This design comes from an exercise in tuning for small area, a short achievable clock period and few clock cycles on the open sky130 flow, not from production work.
At most, simulation tests tie the RTL to the original design; equivalence was not proved.
Power and IR drop assume default switching activity.

== P ==
Design keyword_source_lexer, start of the top module:
module keyword_source_lexer #(
   parameter int MAX_TEXT_LEN = 65536
) (
   input  wire logic         clock,
   input  wire logic         reset,
   input  wire logic         req_valid,
   output logic             req_stall,
   input  wire logic [8:0]   req_data,
   output logic             rsp_valid,
   input  wire logic         rsp_stall,
   output logic [45:0]      rsp_data,
   input  wire logic         csr_we,
   input  wire logic [16:0]  csr_wdata
);
==> flow/config.mk <==
export PLATFORM = sky130hd
export DESIGN_NAME = keyword_source_lexer
export DESIGN_NICKNAME = keyword_source_lexer
export VERILOG_FILES = /design/flow/design.v
export SDC_FILE = /design/flow/constraint.sdc
export NUM_CORES = 4
export LEC_CHECK = 0
export ABC_AREA = 1
export CAP_MARGIN = 20
export CORE_MARGIN = 2
export CORE_UTILIZATION = 40
export CTS_BUF_LIST = sky130_fd_sc_hd__clkbuf_8
export SLEW_MARGIN = 20
==> flow/constraint.sdc <==
create_clock -name core_clock -period 8.5 [get_ports {clock}]
set_input_delay 1.7000 -clock core_clock [delete_from_list [all_inputs] [get_ports {clock}]]
set_output_delay 1.7000 -clock core_clock [all_outputs]
set_load 0.01 [all_outputs]
standard.sh (not shown) runs the stock make flow with config.mk's settings and CLKGATE_MAP_FILE= SYNTH_SCRIPT=/design/flow/synth_recipe.tcl, a recipe that flattens the netlist after the stock synthesis.
==> flow/flow/run.sh <==
#!/bin/bash
# The standard layout, with the smallest buffer on each port instead of the
# default delay-cell buffer, and timing repair aiming 5.75 ns below the clock period
set -euo pipefail
export BUFFER_PORTS_ARGS="-buffer_cell sky130_fd_sc_hd__buf_1"
export SETUP_SLACK_MARGIN=5.75
bash standard.sh finish > standard_finish.log 2>&1
P completed; timing, DRC and antenna clean
Testbench counts of P, summed over its fixed seeds: cycles 148,692.
Inputs modified between P and Q:
--- a/flow/design.v
+++ b/flow/design.v
@@ -530,24 +530,25 @@
       end else if (mode_ff == LM_PEND) begin
          flush_len = 6'd1;
          if (pend_ff == PD_SLASH) flush_kind = 6'd43;
          if (pend_ff == PD_EQ)    flush_kind = 6'd38;
          if (pend_ff == PD_LT)    flush_kind = 6'd51;
          if (pend_ff == PD_GT)    flush_kind = 6'd52;
          if (pend_ff == PD_MINUS) flush_kind = 6'd40;
          flush_emits = (pend_ff != PD_BANG);
       end else begin
          flush_emits = 1'b0;
       end
    end
+   logic         quiet, tok_cont;
    logic         emit, split, step, take;
    logic [5:0]   w_kind, w_len;
    logic [15:0]  w_start;
    logic         w_ovf, w_last, w_end;
    always_comb begin
       logic do_flush, do_start;
       mode_in  = mode_ff;
       pos_in   = pos_ff;
       emit     = 1'b0;
       split    = 1'b0;
       w_end    = 1'b0;
       w_kind   = flush_kind;
@@ -634,32 +635,33 @@
                mode_in  = LM_STRING;
             end else if (cl[CL_PEND]) begin
                mode_in  = LM_PEND;
             end else if (cl[CL_OP]) begin
                emit    = 1'b1;
                w_kind  = c_kind;
                w_start = pos_ff[15:0];
                w_len   = 6'd1;
             end
          end
       end
       w_last = !split;
-      step   = in_v && room;
+      step   = in_v && (room || quiet);
       take   = step && !split;
       push   = in_v && emit && room;
    end
    assign push_w    = {w_kind, cnt, w_start, w_len, w_ovf, w_last};
-   logic  tok_cont;
    assign tok_cont = ((mode_ff == LM_IDENT) && cl[CL_WORD]) || ((mode_ff == LM_NUMBER) && cl[CL_DIGIT]) ||
                      ((mode_ff == LM_STRING) && !cl[CL_QUOTE]);
+   assign quiet = !eot && (ovf_ff || pos_ff[16] || tok_cont || (mode_ff == LM_LINE) ||
+                           (mode_ff == LM_BLOCK) || ((mode_ff == LM_IDLE) && !cl[CL_OP]));
    always_comb begin
       pend_in  = c_pend;
       star_in  = (mode_ff == LM_BLOCK) && cl[CL_STAR];
       start_in = pos_ff[15:0];
       len_in   = cl[CL_QUOTE] ? 6'd0 : 6'd1;
       kw_in    = kw_f[9:5];
       kwe_in   = kw_f[4:0];
       if (tok_cont) begin
          len_in = (len_ff == 6'd63) ? len_ff : len_ff + 6'd1;
       end
       if (tok_cont && !((mode_ff == LM_STRING) && (len_ff == 6'd0))) begin
          start_in = start_ff;
### Flow results
On routed wire length: Q sits above P. Q: final area is 520 um2 higher than what P reported. Sort P and Q by total chip power, ascending, and P comes first. The run showing the greater final cycle utilization of the critical path is P. Between P and Q, total via count after detailed routing increased. Between P and Q, the setup slack of the most critical reg-to-reg path does not differ in any meaningful way. | setup slack | Q vs P | 0.018 ns higher |.
The RTL of Q was laid out without a check of its function.


Setup of JK:
keyword_source_lexer, a different RTL version from the one above (not shown whole).
Size in the first run: ~1700 cells after synthesis, roughly 150 flip-flops, ~79 I/O pins.
clock: 8.5 ns
lec_check: 0
abc_area: 1
cap_margin: 20
core_margin: 2
core_utilization: 40
cts_buf_list: sky130_fd_sc_hd__clkbuf_8
setup_slack_margin: 5
slew_margin: 20
==> flow/flow/run.sh <==
#!/bin/bash
# The standard layout, with the smallest buffer on each port instead of the
# default delay-cell buffer; repair still resizes port buffers where timing needs it
set -euo pipefail
export BUFFER_PORTS_ARGS="-buffer_cell sky130_fd_sc_hd__buf_1"
bash standard.sh finish > standard_finish.log 2>&1
JK has completed all stages; timing, DRC and antenna checks passed.
### JK -> MS
--- a/flow/design.v
+++ b/flow/design.v
@@ -671,32 +671,46 @@
       if (pos_ff[16]) begin
          pend_in  = pend_ff;
          start_in = start_ff;
          len_in   = len_ff;
          kw_in    = kw_ff;
          kwe_in   = kwe_ff;
       end
    end
+   logic  in_v_in, b_v_in, eot_in, stall_ff;
    assign load_a    = !in_v || take;
    assign src       = b_v ? b_data : req_data;
-   assign req_stall = b_v || (in_v && eot);
+   assign req_stall = stall_ff;
+   always_comb begin
+      in_v_in = in_v;
+      b_v_in  = b_v;
+      eot_in  = eot;
+      if (load_a) begin
+         in_v_in = b_v || (req_valid && !req_stall);
+         b_v_in  = 1'b0;
+         eot_in  = src[0];
+      end else if (req_valid && !req_stall) begin
+         b_v_in  = 1'b1;
+      end
+   end
    always_ff @(posedge clock) begin
       if (reset) begin
-         in_v <= 1'b0;
-         b_v  <= 1'b0;
-      end else if (load_a) begin
-         in_v <= b_v || (req_valid && !req_stall);
-         b_v  <= 1'b0;
-      end else if (req_valid && !req_stall) begin
-         b_v  <= 1'b1;
+         in_v     <= 1'b0;
+         b_v      <= 1'b0;
+         stall_ff <= 1'b0;
+      end else begin
+         in_v     <= in_v_in;
+         b_v      <= b_v_in;
+         stall_ff <= b_v_in || (in_v_in && eot_in);
       end
+      eot <= eot_in;
       if (load_a) begin
-         {c, eot} <= src;
-         cc       <= class_code(src[8:1]);
+         c  <= src[8:1];
+         cc <= class_code(src[8:1]);
       end
       if (!req_stall) begin
          b_data <= req_data;
       end
    end
    always_comb begin
       zero_in = zero_ff;
       ovf_in  = ovf_ff;
[summary]
- MS gives less total track usage than JK did.
- MS ends up with a multiplexer share of the synthesized area that is 0.26 points lower than in JK.
- Taking JK as the reference, in MS final area went down; worst hold margin went up; global-route wire length before repair went down; final layout net count went down; proportion of power drawn by the clock network went down.
- Highest clock frequency the design can meet in MS is about 0.56% below JK.
- Termination of the worst setup path: u_front.kwe_ff[0]$_DFFE_PP_ -> MS, u_front.kwe_ff[4]$_DFFE_PP_ -> JK
- Between JK and MS, the height of the chip is higher for JK.
- Sort JK and MS by via count asc -> top: MS
- Placeable core region on MS is ahead of JK.
Testbench counts of MS, summed over its fixed seeds: cycles 146,983.
No functional check of the RTL was part of JK.


Another version of the RTL of keyword_source_lexer (not shown whole).
Size: roughly 1700 cells after synthesis, ~150 flip-flops, roughly 79 I/O pins, about 12000 um2 of cells after synthesis.
==> flow/design.v (excerpt) <==
module keyword_source_lexer #(
   parameter int MAX_TEXT_LEN = 65536
) (
   input  wire logic         clock,
   input  wire logic         reset,
   input  wire logic         req_valid,
   output logic             req_stall,
   input  wire logic [8:0]   req_data,
   output logic             rsp_valid,
   input  wire logic         rsp_stall,
   output logic [45:0]      rsp_data,
   input  wire logic         csr_we,
   input  wire logic [16:0]  csr_wdata
);
==> flow/config.mk <==
export PLATFORM = sky130hd
export DESIGN_NAME = keyword_source_lexer
export DESIGN_NICKNAME = keyword_source_lexer
export VERILOG_FILES = /design/flow/design.v
export SDC_FILE = /design/flow/constraint.sdc
export NUM_CORES = 4
export LEC_CHECK = 0
export ABC_AREA = 1
export CAP_MARGIN = 20
export CORE_MARGIN = 2
export CORE_UTILIZATION = 40
export CTS_BUF_LIST = sky130_fd_sc_hd__clkbuf_8
export SETUP_SLACK_MARGIN = 5
export SLEW_MARGIN = 20
==> flow/constraint.sdc <==
create_clock -name core_clock -period 8.5 [get_ports {clock}]
set_input_delay 1.7000 -clock core_clock [delete_from_list [all_inputs] [get_ports {clock}]]
set_output_delay 1.7000 -clock core_clock [all_outputs]
set_load 0.01 [all_outputs]
Scripts as last shown in full above: flow/flow/run.sh
Change:
--- a/flow/design.v
+++ b/flow/design.v
@@ -637,19 +637,19 @@
             end else if (cl[CL_OP]) begin
                emit    = 1'b1;
                w_kind  = c_kind;
                w_start = pos_ff[15:0];
                w_len   = 6'd1;
             end
          end
       end
       w_last = !split;
-      step   = in_v && (room || !emit);
+      step   = in_v && room;
       take   = step && !split;
       push   = in_v && emit && room;
    end
    assign push_w    = {w_kind, cnt, w_start, w_len, w_ovf, w_last};
    logic  tok_cont;
    assign tok_cont = ((mode_ff == LM_IDENT) && cl[CL_WORD]) || ((mode_ff == LM_NUMBER) && cl[CL_DIGIT]) ||
                      ((mode_ff == LM_STRING) && !cl[CL_QUOTE]);
    always_comb begin
       pend_in  = c_pend;
@@ -670,34 +670,48 @@
       end
       if (pos_ff[16]) begin
          pend_in  = pend_ff;
          start_in = start_ff;
          len_in   = len_ff;
          kw_in    = kw_ff;
          kwe_in   = kwe_ff;
       end
    end
+   logic  in_v_in, b_v_in, eot_in, stall_ff;
    assign load_a    = !in_v || take;
    assign src       = b_v ? b_data : req_data;
-   assign req_stall = b_v || (in_v && eot);
+   assign req_stall = stall_ff;
+   always_comb begin
+      in_v_in = in_v;
+      b_v_in  = b_v;
+      eot_in  = eot;
+      if (load_a) begin
+         in_v_in = b_v || (req_valid && !req_stall);
+         b_v_in  = 1'b0;
+         eot_in  = src[0];
+      end else if (req_valid && !req_stall) begin
+         b_v_in  = 1'b1;
+      end
+   end
    always_ff @(posedge clock) begin
       if (reset) begin
-         in_v <= 1'b0;
-         b_v  <= 1'b0;
-      end else if (load_a) begin
-         in_v <= b_v || (req_valid && !req_stall);
-         b_v  <= 1'b0;
-      end else if (req_valid && !req_stall) begin
-         b_v  <= 1'b1;
+         in_v     <= 1'b0;
+         b_v      <= 1'b0;
+         stall_ff <= 1'b0;
+      end else begin
+         in_v     <= in_v_in;
+         b_v      <= b_v_in;
+         stall_ff <= b_v_in || (in_v_in && eot_in);
       end
+      eot <= eot_in;
       if (load_a) begin
-         {c, eot} <= src;
-         cc       <= class_code(src[8:1]);
+         c  <= src[8:1];
+         cc <= class_code(src[8:1]);
       end
       if (!req_stall) begin
          b_data <= req_data;
       end
    end
    always_comb begin
       zero_in = zero_ff;
       ovf_in  = ovf_ff;
       near_in = near_ff;
@@ -768,19 +782,23 @@
    assign rsp_data  = w_ff;
    assign room      = !v_ff || !rsp_stall;
    always_ff @(posedge clock) begin
       if (reset) begin
          v_ff <= 1'b0;
       end else if (room) begin
          v_ff <= push;
       end
       if (push) begin
-         w_ff <= push_w;
+         w_ff[39:24] <= push_w[39:24];
+      end
+      if (room) begin
+         w_ff[45:40] <= push_w[45:40];
+         w_ff[23:0]  <= push_w[23:0];
       end
    end
 endmodule
 `default_nettype wire
 `default_nettype none
 module keyword_source_lexer #(
    parameter int MAX_TEXT_LEN = 65536
 ) (
    input  wire logic         clock,
The changed run passed the timing, DRC and antenna checks.
Cell count drops by 5.9%.
Wire length drops by 15%.
Clock skew drops by 0.013 ns.
Clock power climbs by 13%.
Core utilization climbs by 0.76 points.
Maximum frequency climbs by 3.0%.
Testbench counts after the change, summed over its fixed seeds: cycles 148,692.
For the first run of this note, only the layout was checked, not whether the RTL still works.


Another version of the RTL of keyword_source_lexer (not shown whole).
For scale: roughly 79 I/O pins, about 12000 um^2 of cells after synthesis.
// keyword_source_lexer
module keyword_source_lexer #(
   parameter int MAX_TEXT_LEN = 65536
) (
   input  wire logic         clock,
   input  wire logic         reset,
   input  wire logic         req_valid,
   output logic             req_stall,
   input  wire logic [8:0]   req_data,
   output logic             rsp_valid,
   input  wire logic         rsp_stall,
   output logic [45:0]      rsp_data,
   input  wire logic         csr_we,
   input  wire logic [16:0]  csr_wdata
);
   logic         room;
   logic         push;
   logic [45:0]  push_w;
   ksl_front u_front (
      .clock     (clock),
      .reset     (reset),
      .req_valid (req_valid),
      .req_stall (req_stall),
      .req_data  (req_data),
      .csr_we    (csr_we),
      .csr_wdata (csr_wdata),
      .room      (room),
      .last_index(rsp_data[39:24]),
      .push      (push),
      .push_w    (push_w)
   );
   ksl_tokq u_tokq (
      .clock     (clock),
      .reset     (reset),
      .push      (push),
      .push_w    (push_w),
      .room      (room),
      .rsp_valid (rsp_valid),
      .rsp_stall (rsp_stall),
      .rsp_data  (rsp_data)
   );
endmodule
==> flow/config.mk <==
export PLATFORM = sky130hd
export DESIGN_NAME = keyword_source_lexer
export DESIGN_NICKNAME = keyword_source_lexer
export VERILOG_FILES = /design/flow/design.v
export SDC_FILE = /design/flow/constraint.sdc
export NUM_CORES = 4
export LEC_CHECK = 0
export ABC_AREA = 1
export CAP_MARGIN = 20
export CORE_MARGIN = 2
export CORE_UTILIZATION = 40
export CTS_BUF_LIST = sky130_fd_sc_hd__clkbuf_8
export SETUP_SLACK_MARGIN = 5
export SLEW_MARGIN = 20
==> flow/constraint.sdc <==
create_clock -name core_clock -period 8.5 [get_ports {clock}]
set_input_delay 1.7000 -clock core_clock [delete_from_list [all_inputs] [get_ports {clock}]]
set_output_delay 1.7000 -clock core_clock [all_outputs]
set_load 0.01 [all_outputs]
Scripts as last shown in full above: flow/flow/run.sh
Edit:
--- a/flow/design.v
+++ b/flow/design.v
@@ -706,51 +706,54 @@
       if (load_a) begin
          c  <= src[8:1];
          cc <= class_code(src[8:1]);
       end
       if (!req_stall) begin
          b_data <= req_data;
       end
    end
-   logic  flag_en;
-   assign flag_en = push || (csr_we && !in_v && !b_v) || reset;
    always_comb begin
-      if (in_v && emit && w_end) begin
+      zero_in = zero_ff;
+      ovf_in  = ovf_ff;
+      near_in = near_ff;
+      far_in  = far_ff;
+      if (push && w_end) begin
          zero_in = 1'b1;
          ovf_in  = csr_we ? w_cap0 : (cap4_ff == 16'hfffc);
          near_in = csr_we ? w_cap1 : (cap4_ff == 16'hfffd);
          far_in  = csr_we ? w_cap2 : (cap4_ff == 16'hfffe);
-      end else if (in_v && emit) begin
+      end else if (push) begin
          zero_in = 1'b0;
          ovf_in  = near_ff;
          near_in = far_ff;
          far_in  = zero_ff ? (cap4_ff == 16'hffff) : (last_index == cap4_ff);
-      end else begin
-         zero_in = zero_ff;
+      end else if (csr_we && !in_v && !b_v) begin
          ovf_in  = w_cap0;
          near_in = w_cap1;
          far_in  = w_cap2;
       end
    end
    always_ff @(posedge clock) begin
       if (step || reset) begin
          mode_ff <= mode_in & {3{!reset}};
          pos_ff  <= pos_in & {17{!reset}};
       end
-      if (flag_en) begin
-         zero_ff <= zero_in || reset;
-         ovf_ff  <= ovf_in && !reset;
-         near_ff <= near_in && !reset;
-         far_ff  <= far_in && !reset;
-      end
       if (reset) begin
+         zero_ff <= 1'b1;
+         ovf_ff  <= 1'b0;
+         near_ff <= 1'b0;
+         far_ff  <= 1'b0;
          cap4_ff <= 16'd1019;
-      end else if (csr_we) begin
-         cap4_ff <= cap4_w;
+      end else begin
+         if (csr_we) cap4_ff <= cap4_w;
+         zero_ff <= zero_in;
+         ovf_ff  <= ovf_in;
+         near_ff <= near_in;
+         far_ff  <= far_in;
       end
    end
    always_ff @(posedge clock) begin
       if (step) begin
          pend_ff  <= pend_in;
          star_ff  <= star_in;
          start_ff <= start_in;
          len_ff   <= len_in;
The new run ran to the end with no violations.
Synthesized area drops by a few percent.
Via count shrinks by a few percent.
Synthesized cell count came out lower by a few percent.
Total power went up by a few percent.
Die area drops by a few percent.
Worst setup slack is worse by 0.079 ns.
Wire length goes down by a few percent.
Sequential share of layout area grows by 0.58 points.
Utilization increases by 0.25 points.
Sequential cell count stays the same.
Maximum frequency goes down by a few percent.
Function was not checked in any run of this note: the RTL went through the layout flow alone.

[static timing again, ports no longer ideal]
Ports are ideal in the flow. The routed layouts listed here were re-timed in OpenROAD. Step 1 assumes that a clkbuf_16 drives the clock port and a buf_2 every other input. Step 2, shift: input delay + t, output delay - t, t = (earliest + latest rising clock arrival at the registers) / 2. This alone moves slack from input paths to output paths. a / b / c = ideal ports / drivers / drivers and shift; a / b = the first two.
run	shift t [ns]	slack for setup (ns)	worst hold slack (ns)	worst setup path at the end	worst register clock-pin slew, ns
P	0.488	5.758 / 5.716 / 5.309	0.477 / 0.477 / 0.477	input to register	0.10 / 0.10
Q	0.497	5.775 / 5.728 / 5.356	0.489 / 0.489 / 0.489	input to register	0.10 / 0.10
JK	0.497	5.158 / 5.158 / 4.689	0.472 / 0.472 / 0.472	input to register	0.10 / 0.10
MS	0.502	5.139 / 5.139 / 4.688	0.506 / 0.506 / 0.506	input to register	0.10 / 0.10
the first run of note 3	0.498	5.121 / 5.139 / 4.641	0.511 / 0.511 / 0.511	input to register	0.12 / 0.12
the second run of note 3	0.483	5.218 / 5.238 / 4.755	0.462 / 0.462 / 0.462	input to register	0.09 / 0.09
the first run of note 4	0.490	5.169 / 5.190 / 4.700	0.515 / 0.515 / 0.515	input to register	0.10 / 0.10
the second run of note 4	0.493	5.090 / 5.096 / 4.603	0.512 / 0.512 / 0.512	input to register	0.09 / 0.09
After both steps every run listed still meets setup and hold. The setup slack of the second run of note 4, which loses most, moves by +0.006 ns with the drivers and by -0.487 ns with both steps.
